Source: an optimization exercise on an open RTL-to-GDS flow (aim: small area, a short achievable clock period and few clock cycles per item). Production flows keep margins and buffers that such runs may drop.
Function was checked by simulation only, so behaviour that the tests miss may differ from the original.
Power and IR drop assume default switching activity.

===== run.sh =====
#!/bin/bash
# synth_recipe.tcl (not shown) runs the flow's synth.tcl, then flattens the netlist and writes it again
# the make line also repeats each setting of config.mk as NAME=value (left out here)
make -C /OpenROAD-flow-scripts/flow DESIGN_CONFIG=/design/flow/config.mk WORK_HOME=/design/flow/orfs CLKGATE_MAP_FILE= SYNTH_SCRIPT=/design/flow/synth_recipe.tcl finish

===== config.mk =====
export PLATFORM = sky130hd
export DESIGN_NAME = ex_mem_top
export DESIGN_NICKNAME = ex_mem_top
export VERILOG_FILES = /design/flow/design.v
export SDC_FILE = /design/flow/constraint.sdc
export NUM_CORES = 4
export LEC_CHECK = 0
export CAP_MARGIN = 20
export CORE_MARGIN = 2
export CORE_UTILIZATION = 40
export SLEW_MARGIN = 20

===== constraint.sdc =====
create_clock -name core_clock -period 5.0 [get_ports {clk_in}]
set_input_delay 1.0000 -clock core_clock [delete_from_list [all_inputs] [get_ports {clk_in}]]
set_output_delay 1.0000 -clock core_clock [all_outputs]
set_load 0.01 [all_outputs]

===== design.v =====
`default_nettype none
package pipe_pkg;
    typedef logic [4:0] reg_addr_t;
    typedef logic [31:0] word_t;
    typedef logic [31:0] inst_addr_t;
    typedef logic [31:0] data_addr_t;
    typedef enum logic [3:0] {
        ADD = 4'd0,
        SUB = 4'd1,
        AND = 4'd2,
        OR  = 4'd3,
        XOR = 4'd4,
        SLT = 4'd5,
        SLL = 4'd6,
        SRL = 4'd7,
        BEQ = 4'd8,
        BNE = 4'd9,
        LW  = 4'd10,
        SW  = 4'd11,
        NOP = 4'd12
    } cmd_t;
    typedef struct packed {
        cmd_t       cmd;
        inst_addr_t pc;
        word_t      rs1;
        word_t      rs2;
        word_t      imm;
        reg_addr_t  rd;
    } issue_t;
    typedef struct packed {
        cmd_t       cmdtype;
        reg_addr_t  rsd_addr;
        word_t      rsd_data;
        logic       write_rsd;
        logic       branch;
        inst_addr_t branch_address;
        data_addr_t mem_addr;
        logic       mem_read;
    } ex_mem_t;
    typedef struct packed {
        reg_addr_t rd;
        word_t     data;
    } wb_t;
    typedef logic [5:0] stall_t;
    localparam int STALL_EX  = 3;
    localparam int STALL_MEM = 4;
endpackage
`default_nettype wire
`timescale 1ns/1ps
`default_nettype none
module ex_stage (
    input  logic    clk_in,
    input  logic    reset,
    input  pipe_pkg::stall_t  stall,
    input  pipe_pkg::issue_t  issue,
    input  logic    issue_strobe,
    output pipe_pkg::ex_mem_t ex_out,
    output logic    ex_stall_req
);
    logic       valid;
    logic       shifting;
    logic [4:0] count;
    pipe_pkg::cmd_t       cmd;
    pipe_pkg::inst_addr_t pc;
    pipe_pkg::word_t      op_a;
    pipe_pkg::word_t      op_b;
    pipe_pkg::word_t      imm;
    pipe_pkg::reg_addr_t  rd;
    pipe_pkg::word_t      result;
    logic       take;
    logic       step;
    logic       frozen;
    logic       taken;
    assign frozen = &stall;
    assign take   = issue_strobe && !stall[pipe_pkg::STALL_EX];
    assign step   = shifting && !frozen && (count != '0);
    assign ex_stall_req = shifting;
    always_ff @(posedge clk_in) begin
        if (reset) begin
            valid    <= 1'b0;
            shifting <= 1'b0;
            count    <= '0;
        end else begin
            if (shifting && !frozen && count == '0) begin
                shifting <= 1'b0;
            end
            if (step) begin
                count <= count - 1'b1;
            end
            if (!stall[pipe_pkg::STALL_EX]) begin
                valid <= issue_strobe;
                if (issue_strobe) begin
                    shifting <= (issue.cmd == pipe_pkg::SLL) || (issue.cmd == pipe_pkg::SRL);
                    count    <= issue.rs2[4:0];
                end
            end
        end
    end
    always_ff @(posedge clk_in) begin
        if (take) begin
            cmd  <= issue.cmd;
            pc   <= issue.pc;
            op_a <= issue.rs1;
            op_b <= issue.rs2;
            imm  <= issue.imm;
            rd   <= issue.rd;
        end else if (step) begin
            op_a <= (cmd == pipe_pkg::SLL) ? (op_a << 1) : (op_a >> 1);
        end
    end
    always_comb begin
        case (cmd)
            pipe_pkg::ADD: result = op_a + op_b;
            pipe_pkg::SUB: result = op_a - op_b;
            pipe_pkg::AND: result = op_a & op_b;
            pipe_pkg::OR: result = op_a | op_b;
            pipe_pkg::XOR: result = op_a ^ op_b;
            pipe_pkg::SLT: result = pipe_pkg::word_t'($signed(op_a) < $signed(op_b));
            pipe_pkg::SLL, pipe_pkg::SRL: result = op_a;
            pipe_pkg::SW: result = op_b;
            default: result = '0;
        endcase
    end
    assign taken = (cmd == pipe_pkg::BEQ && op_a == op_b) || (cmd == pipe_pkg::BNE && op_a != op_b);
    always_comb begin
        ex_out.cmdtype        = valid ? cmd : pipe_pkg::NOP;
        ex_out.rsd_addr       = rd;
        ex_out.rsd_data       = result;
        ex_out.write_rsd      = valid && (cmd == pipe_pkg::ADD || cmd == pipe_pkg::SUB ||
                                          cmd == pipe_pkg::AND || cmd == pipe_pkg::OR  ||
                                          cmd == pipe_pkg::XOR || cmd == pipe_pkg::SLT ||
                                          cmd == pipe_pkg::SLL || cmd == pipe_pkg::SRL ||
                                          cmd == pipe_pkg::LW);
        ex_out.branch         = valid && taken;
        ex_out.branch_address = pc + imm;
        ex_out.mem_addr       = op_a + imm;
        ex_out.mem_read       = valid && (cmd == pipe_pkg::LW);
    end
endmodule
`default_nettype wire
`timescale 1ns/1ps
`default_nettype none
module ex_mem_reg (
    input  logic              clk_in,
    input  logic              reset,
    input  logic              rdy_in,
    input  pipe_pkg::stall_t  stall,
    input  pipe_pkg::ex_mem_t ex_out,
    output pipe_pkg::ex_mem_t mem_in
);
    always_ff @(posedge clk_in) begin
        if (reset) begin
            mem_in         <= '0;
            mem_in.cmdtype <= pipe_pkg::NOP;
        end else if (stall[pipe_pkg::STALL_EX] && !stall[pipe_pkg::STALL_MEM]) begin
            mem_in         <= '0;
            mem_in.cmdtype <= pipe_pkg::NOP;
        end else if (!stall[pipe_pkg::STALL_EX] && rdy_in) begin
            mem_in <= ex_out;
        end
    end
endmodule
`default_nettype wire
`timescale 1ns/1ps
`default_nettype none
module mem_stage #(
    parameter int DMEM_WORDS = 16
) (
    input  logic       clk_in,
    input  logic       reset,
    input  pipe_pkg::stall_t     stall,
    input  pipe_pkg::ex_mem_t    mem_in,
    output logic       mem_stall_req,
    output pipe_pkg::wb_t        wb,
    output logic       wb_strobe,
    output logic       branch_taken,
    output pipe_pkg::inst_addr_t branch_target
);
    localparam int IDX_W = $clog2(DMEM_WORDS);
    typedef enum logic {
        IDLE,
        LOAD_WAIT
    } state_t;
    state_t           state;
    pipe_pkg::word_t            dmem [DMEM_WORDS];
    pipe_pkg::word_t            load_data;
    logic [IDX_W-1:0] idx;
    logic             frozen;
    logic             retire;
    assign frozen = &stall;
    assign idx    = mem_in.mem_addr[IDX_W+1:2];
    assign mem_stall_req = (state == IDLE) && mem_in.mem_read;
    assign retire        = !frozen && ((state == IDLE && !mem_in.mem_read) ||
                                       state == LOAD_WAIT);
    always_ff @(posedge clk_in) begin
        if (reset) begin
            state <= IDLE;
        end else if (!frozen) begin
            case (state)
                IDLE: begin
                    if (mem_in.mem_read) begin
                        state <= LOAD_WAIT;
                    end
                end
                LOAD_WAIT: state <= IDLE;
                default:   state <= IDLE;
            endcase
        end
    end
    always_ff @(posedge clk_in) begin
        if (retire && mem_in.cmdtype == pipe_pkg::SW) begin
            dmem[idx] <= mem_in.rsd_data;
        end
        if (!frozen && state == IDLE && mem_in.mem_read) begin
            load_data <= dmem[idx];
        end
    end
    always_ff @(posedge clk_in) begin
        if (reset) begin
            wb_strobe    <= 1'b0;
            branch_taken <= 1'b0;
        end else begin
            wb_strobe    <= retire && mem_in.write_rsd;
            branch_taken <= retire && mem_in.branch;
        end
    end
    always_ff @(posedge clk_in) begin
        if (retire) begin
            wb.rd         <= mem_in.rsd_addr;
            wb.data       <= mem_in.mem_read ? load_data : mem_in.rsd_data;
            branch_target <= mem_in.branch_address;
        end
    end
endmodule
`default_nettype wire
`timescale 1ns/1ps
`default_nettype none
module stall_ctrl (
    input  logic   rdy_in,
    input  logic   ex_stall_req,
    input  logic   mem_stall_req,
    output pipe_pkg::stall_t stall
);
    always_comb begin
        stall = '0;
        for (int i = 0; i < 6; i++) begin
            if (!rdy_in) begin
                stall[i] = 1'b1;
            end else if (mem_stall_req && i <= pipe_pkg::STALL_MEM) begin
                stall[i] = 1'b1;
            end else if (ex_stall_req && i <= pipe_pkg::STALL_EX) begin
                stall[i] = 1'b1;
            end
        end
    end
endmodule
`default_nettype wire
`timescale 1ns/1ps
`default_nettype none
module ex_mem_top #(
    parameter int DMEM_WORDS = 16
) (
    input  logic        clk_in,
    input  logic        reset,
    input  logic        rdy_in,
    input  logic [3:0]  issue_cmd,
    input  logic [31:0] issue_pc,
    input  logic [31:0] issue_rs1,
    input  logic [31:0] issue_rs2,
    input  logic [31:0] issue_imm,
    input  logic [4:0]  issue_rd,
    input  logic        issue_strobe,
    output logic        ex_busy,
    output logic [4:0]  wb_rd,
    output logic [31:0] wb_data,
    output logic        wb_strobe,
    output logic        branch_taken,
    output logic [31:0] branch_target
);
    pipe_pkg::issue_t  issue;
    pipe_pkg::wb_t     wb;
    pipe_pkg::ex_mem_t ex_out;
    pipe_pkg::ex_mem_t mem_in;
    pipe_pkg::stall_t  stall;
    logic              ex_stall_req;
    logic              mem_stall_req;
    assign issue.cmd = pipe_pkg::cmd_t'(issue_cmd);
    assign issue.pc  = issue_pc;
    assign issue.rs1 = issue_rs1;
    assign issue.rs2 = issue_rs2;
    assign issue.imm = issue_imm;
    assign issue.rd  = issue_rd;
    assign wb_rd   = wb.rd;
    assign wb_data = wb.data;
    assign ex_busy = stall[pipe_pkg::STALL_EX];
    ex_stage ex_stage_i (
        .clk_in       (clk_in),
        .reset        (reset),
        .stall        (stall),
        .issue        (issue),
        .issue_strobe (issue_strobe),
        .ex_out       (ex_out),
        .ex_stall_req (ex_stall_req)
    );
    ex_mem_reg ex_mem_reg_i (
        .clk_in (clk_in),
        .reset  (reset),
        .rdy_in (rdy_in),
        .stall  (stall),
        .ex_out (ex_out),
        .mem_in (mem_in)
    );
    mem_stage #(
        .DMEM_WORDS (DMEM_WORDS)
    ) mem_stage_i (
        .clk_in        (clk_in),
        .reset         (reset),
        .stall         (stall),
        .mem_in        (mem_in),
        .mem_stall_req (mem_stall_req),
        .wb            (wb),
        .wb_strobe     (wb_strobe),
        .branch_taken  (branch_taken),
        .branch_target (branch_target)
    );
    stall_ctrl stall_ctrl_i (
        .rdy_in        (rdy_in),
        .ex_stall_req  (ex_stall_req),
        .mem_stall_req (mem_stall_req),
        .stall         (stall)
    );
endmodule
`default_nettype wire

==> out/metrics.cfg <==
[global_routing]
antenna_found_initial = 4
grt_pass1_vias = 23400
track_usage_pct = 19.9
grt_max_degree = 69
grt_pass1_wl_mm = 147
overflow = 0

[timing]
maxSlewHeadroom_pct = 30.8
finClkSkew_ps = 23.0
fin_tns_setup_ps = 0
period_share_pct = 79.3
fmax_mhz = 252
slew_violations = 0
setup_viol = 0
finalCriticalPeriod_ps = 3970
finalHoldViolations = 0
worst_pin_slew_ps = 1040
rsz0062_at_grt = no

[final_layout]
final_cell_mix = 750 x edfxtp_1, 211 x clkdlybuf4s50_1, 160 x mux4_2
final_common_cell = edfxtp_1
fill_cells = 8037
layout.nets = 3022
multi_input_area_sq_mm = 0.0127
drive_gt1_share_pct = 15.9
fin_cells = 4063
seq_area_sq_mm = 0.0243
area_growth_pct = 17.6
design_area_sq_mm = 0.0444

[routing]
drc = 0
drt_iter0_markers = 2230
wl_mm = 97.5
firstDrtPassIters = 6
dr_total_vias = 22900
wl_per_cell_microns = 24.0
antenna_left = 0
viasPerCell = 5.64

[floorplanning]
die-area_sq_mm = 0.0969
core_sq_mm = 0.0935
die_width_microns = 311
num_io_pins = 213
die-height_microns = 311
row_count = 112
initial_core_util_pct = 40.4

[synth]
yosysUniqueCellTypes = 87
yosysWarnings = 4
syn_area_per_cell_sq_um = 15.1
synth-seq-area-share_pct = 64.4
async_reset_ff_share_pct = 0
ys_ff_latch = 840
synth_edf_count = 750
dominantRegCellSynth = edfxtp_1
syn-num-nets = 2800
synth_area_sq_mm = 0.0378
postSynthCellCount = 2506

[critical_path]
crit_cells = 6
crit-reg2reg-launch = ex_stage_i.op_a[0]
slowest_delay_ps = 580
cpMostUsedCell = clkdlybuf4s50_1
r2r_setup_slack_ps = 1120
critPathTopFamily = buffers and inverters
worst_setup_path_end_kind = primary output
crit_buf_inv = 4
cp_max_fo = 21
critical_path.endpoint = ex_busy
critical_path_class = in2out
crit_start = rdy_in
worst_path_max_delay_cell = clkdlybuf4s50_1
critical_path.cell_chain = clkdlybuf4s50_1 > nand2_1 > buf_4 > nor2_2 > clkinv_1 > clkdlybuf4s50_1
start_kind = input pin
reg2reg_depth = 12
r2r-end = ex_mem_reg_i.mem_in[91]
worst-endpoint-arrival_ps = 2970
worstPathRequired_ps = 4000

[clocking]
worstSkewPairLatency_ps = 650
cts_resized = 0
cts_hold_buf = 0
cts_max_path_buffers = 3
path_clk_slew_ps = 60
cts_tree = done
cts-buffers-inserted = 90
clkSinkCount = 840
cts_root_buf = clkbuf_16
post_cts_buffers = 0
cts_max_level = 3

[placement]
io_buffer_count = 212
gp_congestion = 0.914
placed_cell_area_sq_mm = 0.0415
place_inst = 3890
post-dp-hpwl_mm = 66.0

[power]
max-vdd-ir-drop_mv = 0.253
cellLeakagePower_nw = 14.2
pwr_density_cell_mw_per_mm2 = 357

[min_path]
hp-start = ex_mem_reg_i.mem_in[33]
hold_class = reg2reg

[run]
maxCapViolCount = 0

[run_status]
status = complete, no violations

sequential cells by signal, summed over array words and instances (netlist names):
register                   flops
mem_stage_i.wb                37
ex_stage_i.op_a               32
mem_stage_i.load_data         32
mem_stage_i.wb_strobe          1
ex_stage_i.op_b               32
ex_stage_i.shifting            1
mem_stage_i.dmem             512
mem_stage_i.branch_target     32
mem_stage_i.branch_taken       1
ex_stage_i.valid               1
ex_stage_i.cmd                 4
ex_mem_reg_i.mem_in           80
ex_stage_i.imm                32
mem_stage_i.state              1
ex_stage_i.pc                 32
ex_stage_i.count               5
ex_stage_i.rd                  5
synthesized netlist by cell type, types with 18 or more instances:
cell type / number / area (sq um)
edfxtp_1: 750 / 22500
a221oi_1: 24 / 210
nand2_1: 125 / 469
inv_1: 110 / 413
clkbuf_1: 103 / 387
o21ai_0: 99 / 495
a21oi_1: 150 / 751
o21bai_1: 22 / 165
dfxtp_1: 90 / 1800
ha_1: 150 / 1880
mux4_2: 160 / 3600
buf_1: 19 / 71.3
a22o_1: 18 / 158
nor2_1: 155 / 582
mux2i_1: 37 / 370
mux2_2: 33 / 372
a21o_1: 34 / 255
nand2b_1: 23 / 144
a211oi_1: 21 / 158
xnor2_1: 32 / 280
a22oi_1: 37 / 278
nor3_1: 32 / 160
how the worst min path moves through the flow:
stage                               endpoint  cells after the start
2_1_floorplan   mem_stage_i.branch_target[0]                      0
3_3_place_gp    mem_stage_i.branch_target[0]                      0
3_5_place_dp    mem_stage_i.branch_target[5]                      0
4_1_cts         mem_stage_i.branch_target[0]                      0
5_1_grt        mem_stage_i.branch_target[15]                      0
6_report        mem_stage_i.branch_target[0]                      0
power breakdown:
group / internal [mW] / leakage (nW) / switching, mW
Sequential: 7.78 / 7.00 / 0.204
Combinational: 0.653 / 5.81 / 0.767
Clock: 3.66 / 1.41 / 2.81
stage by stage:
step                hold slack, ps  utilization [%]  setup WS [ps]  power [mW]
floorplan                      408                -            645        8.96
global placement               414             44.4           1060        9.53
detailed placement             417             44.4            983        9.55
CTS                            431             47.5           1030        16.0
global route                   445             47.5            807        16.5
finish                         429             47.5           1030        15.9
cell families after synthesis:
logic type               count (synthesis)  synth area share (%)
flip-flops                             840                  64.4
AO/OA/AOI/OAI                          556                  10.1
AND/OR/NAND/NOR                        440                  5.41
buffers and inverters                  242                  2.45
multiplexers                           230                  11.5
adder cells (fa/ha/maj)                153                  5.13
XOR/XNOR                                45                  1.04
metal layers:
| layer | up-vias | global-route usage [%] | routed length [microns] |
|---|---|---|---|
| li1 | 10300 | - | - |
| met1 | 11700 | 27.8 | 42500 |
| met2 | 805 | 32.2 | 46600 |
| met3 | 159 | 2.89 | 5870 |
| met4 | 0 | 6.29 | 2600 |
| met5 | - | 0 | 0 |
area by class of cell:
class | count | share of cell area [%]
Antenna cell | 5 | 0.0282
Sequential cell | 840 | 54.8
Tap cell | 1254 | 3.53
Timing Repair Buffer | 261 | 5.68
Inverter | 111 | 0.954
Clock buffer | 116 | 5.52
Clock inverter | 52 | 1.00
Multi-Input combinational cell | 1424 | 28.5
Testbench counts, summed over its fixed seeds: cycles 54,483, ops 16,000.

-- port drivers added, routing unchanged --
How much do the figures lean on ideal ports? The routed layout below was timed once more, with nothing changed but the port constraints.
Step 1 assumes that a clkbuf_16 drives the clock port and a buf_2 every other input.
Step 2 moves the port delays by t, midway between the first and last clock arrival at a register: inputs arrive t later, outputs are due t later. That takes back most of the time a late clock gives input paths.
a / b / c = no drivers / after step 1 / after step 2; a / b = the first two.
shift t [ns]: 0.712
setup WS [ns]: 1.033 / 0.959 / 0.956
worst setup path at the end: input to register
worst slew at a driven data input, ns: 0.09
After both steps setup and hold are still met in this run. For this run, drivers alone change the setup slack by -0.074 ns; drivers and shift together by -0.077 ns.
